What follows belongs to an exercise in optimizing a design on an open flow for small area, a short achievable clock period and few clock cycles per item; a production flow would make more cautious choices. Only simulation tests tie the RTL to the original design; equivalence was not proved. Power figures rest on the tool's default switching activity, not on a simulated workload.

==> flow/design.v (excerpt) <==
module key_frequency_count_table (
  input  wire logic               clk,
  input  wire logic               rst_n,
  input  wire logic               in_valid,
  output logic                    in_ready,
  input  wire logic [2:0]         in_op,
  input  wire logic [31:0]        in_key,
  output logic                    out_valid,
  input  wire logic               out_ready,
  output logic signed [16:0]      out_count,
  output logic                    out_found,
  output logic                    out_status
);
clock: 6.0 ns
lec_check: 0
cap_margin: 20
core_margin: 2
core_utilization: 50
cts_cluster_diameter: 100
cts_cluster_size: 25
place_density: 0.6
setup_slack_margin: 2.1
slew_margin: 20
tns_end_percent: 5
run.sh (not shown) runs the stock make flow with config.mk's settings and CLKGATE_MAP_FILE= SYNTH_SCRIPT=/design/flow/synth_recipe.tcl, a recipe that flattens the netlist after the stock synthesis.
Testbench counts at the start, summed over its fixed seeds: cycles 16,024, items 16,000.
Then changed:
--- a/flow/design.v
+++ b/flow/design.v
@@ -150,25 +150,25 @@
   assign ins    = b_v && b_inc && !hit && !full;
   always_comb begin
     logic [N-1:0] p;
     p = ~veff;
     for (int s = 1; s < N; s = s * 2) p = p | (p << s);
     pre     = p << 1;
     free_oh = ~veff & ~pre;
   end
   always_comb begin
     c_rd = '0;
-    for (int j = 0; j < N; j++) c_rd = c_rd | (hit_oh[j] ? cnt_mem[j] : '0);
+    for (int j = 0; j < N; j++) c_rd = c_rd | ((b_match[j] && valid_r[j]) ? cnt_mem[j] : '0);
   end
   always_comb begin
     for (int j = 0; j < N; j++) we_oh[j] = c_oh[j] & (valid_r[j] ? c_hitw : c_ins);
-    al0 = veff & ~we_oh;
+    al0 = valid_r & ~(c_wcnt ? c_oh : '0);
     an3 = 1'b0;
     x11 = 1'b0;
     x01 = 1'b0;
     for (int j = 0; j < N; j++) begin
       an3 = an3 | (al0[j] & cnt_mem[j][3]);
       x11 = x11 | (al0[j] & cnt_mem[j][3] & cnt_mem[j][2]);
       x01 = x01 | (al0[j] & cnt_mem[j][2]);
     end
     an2 = an3 ? x11 : x01;
     for (int j = 0; j < N; j++)
=> Die area rises by 0.42%; fmax went up by 0.67%; non-clock buffer count drops by 107; hold slack stays flat; clock-buffer cell count rises by 7.
Testbench counts after the change, summed over its fixed seeds: cycles 16,024, items 16,000.

--- another note on this design; it stands on its own ---

## JK
## key_frequency_count_table
module key_frequency_count_table (
  input  wire logic               clk,
  input  wire logic               rst_n,
  input  wire logic               in_valid,
  output logic                    in_ready,
  input  wire logic [2:0]         in_op,
  input  wire logic [31:0]        in_key,
  output logic                    out_valid,
  input  wire logic               out_ready,
  output logic signed [16:0]      out_count,
  output logic                    out_found,
  output logic                    out_status
);
  localparam int N  = kfct_pkg::ENTRIES;
  localparam int KW = kfct_pkg::KEY_WIDTH;
  localparam int CW = kfct_pkg::COUNT_WIDTH;
  localparam int RW = kfct_pkg::RES_W;
  localparam int QD = 4;                  
  localparam int D  = QD + 1;             
  localparam logic [RW-1:0] NONE = '1;
  logic [KW-1:0] key_mem [N];
  logic [CW-1:0] cnt_mem [N];
  logic [N-1:0]  valid_r;
  logic       in_rdy_r;
  logic [2:0] outst_r;                    
  logic       blk_r;                      
  logic       big_r;                      
  logic       out_valid_r;
  logic       scan_last;
  wire acc = in_valid & in_rdy_r;
  wire pop = out_valid_r & out_ready;
  logic [2:0] outst_nxt;
  logic       blk_nxt;
  always_comb begin
    outst_nxt = outst_r + {2'b0, acc} - {2'b0, pop};
    blk_nxt   = blk_r ? !scan_last : (acc && in_op == kfct_pkg::OP_MAX && big_r);
  end
  always_ff @(posedge clk) begin
    if (!rst_n) begin
      outst_r  <= '0;
      blk_r    <= 1'b0;
      in_rdy_r <= 1'b1;
    end else begin
      outst_r  <= outst_nxt;
      blk_r    <= blk_nxt;
      in_rdy_r <= (outst_nxt < 3'(D)) && !blk_nxt;
    end
  end
  assign in_ready = in_rdy_r;
  logic          a_v, a_slow;
  logic [2:0]    a_op;
  logic [KW-1:0] a_key;
  always_ff @(posedge clk) begin
    a_op   <= in_op;
    a_key  <= in_key;
    a_v    <= rst_n && acc;
    a_slow <= (in_op == kfct_pkg::OP_MAX) && big_r;
  end
  logic          b_v, b_slow, b_eqp;
  logic [2:0]    b_op;
  logic [KW-1:0] b_key;
  logic [N-1:0]  b_match;
  logic [N-1:0]  ins_oh;                  
  logic [N-1:0]  c_insw;                  
  logic [N-1:0]  cmp;
  ...
clock: 6.0 ns
lec_check: 0
cap_margin: 20
core_margin: 2
core_utilization: 50
cts_cluster_diameter: 100
cts_cluster_size: 25
place_density: 0.6
setup_slack_margin: 2.1
slew_margin: 20
tns_end_percent: 100
run.sh (not shown) runs the stock make flow with config.mk's settings and CLKGATE_MAP_FILE= SYNTH_SCRIPT=/design/flow/synth_recipe.tcl, a recipe that flattens the netlist after the stock synthesis.
JK finished every stage and its layout cleared the timing, DRC and antenna checks.
Testbench counts of JK, summed over its fixed seeds: cycles 16,032, items 16,000.
Modified inputs, MS compared to JK
Settings: changing TNS_END_PERCENT from 100 to 5.
==> run summary <==
For MS, the slowest cell on the critical path was sky130_fd_sc_hd__o31ai_2, unlike JK, where it was sky130_fd_sc_hd__o211ai_1.
Taking JK as the reference, in MS mean routed wirelength per cell dropped about 0.7%, ratio of final minimum period to clock period barely changed, highest clock rate barely changed, static leakage barely changed.

Another version of the RTL of key_frequency_count_table (not shown whole).
Size in the first run: roughly 9600 cells after synthesis, ~3500 flip-flops, about 60 I/O pins, ~150000 um2 of cells after synthesis.
make LEC_CHECK=0 CAP_MARGIN=20 CORE_MARGIN=2 CORE_UTILIZATION=50 CTS_CLUSTER_DIAMETER=100 CTS_CLUSTER_SIZE=25 PLACE_DENSITY=0.6 SETUP_SLACK_MARGIN=2.5 SLEW_MARGIN=20 TNS_END_PERCENT=100 finish   # period 6.0 ns
The baseline produced a clean layout.
Testbench counts at the start, summed over its fixed seeds: cycles 16,032, items 16,000.
Edit:
--- a/flow/config.mk
+++ b/flow/config.mk
@@ -13,4 +13,4 @@
 export PLACE_DENSITY = 0.6
-export SETUP_SLACK_MARGIN = 2.5
+export SETUP_SLACK_MARGIN = 2.1
 export SLEW_MARGIN = 20
-export TNS_END_PERCENT = 100
+export TNS_END_PERCENT = 5
Cell count is about the same.
Synthesized cell count stays the same.
Power came out lower by 0.74%.
Wire length is about the same.
Worst setup slack gets better by 110 ps.
Combinational power hardly moves.

==> afterwards: timing with drivers on the ports <==
No port has a modelled driver above. Below, the same layouts with a new extraction and two added sets of constraints.
Step 1 (the two cells are an assumption about what drives the block):
set clk [get_ports {clk}]
set_driving_cell -lib_cell sky130_fd_sc_hd__clkbuf_16 $clk
set_driving_cell -lib_cell sky130_fd_sc_hd__buf_2 [delete_from_list [all_inputs] $clk]
Step 2 also shifts input and output timing later by t, the mid clock arrival at the registers, as if the neighbouring blocks saw the same clock.
Slacks: ideal / step 1 / step 2; pairs: ideal / step 1.
run | shift t [ns] | setup slack, ns | worst data-port slew with drivers (ns)
the first run of note 1 | 1.039 | 1.549 / 1.549 / 1.549 | 0.05
the second run of note 1 | 1.012 | 1.578 / 1.578 / 1.578 | 0.06
JK | 1.042 | 1.861 / 1.861 / 1.861 | 0.05
MS | 1.019 | 1.859 / 1.859 / 1.859 | 0.04
the first run of note 3 | 1.038 | 1.485 / 1.485 / 1.485 | 0.07
the second run of note 3 | 1.018 | 1.598 / 1.598 / 1.527 | 0.09
After both steps setup and hold are still met in every run listed. For the second run of note 3, which loses most, drivers alone change the setup slack by 0.000 ns; drivers and shift together by -0.071 ns.
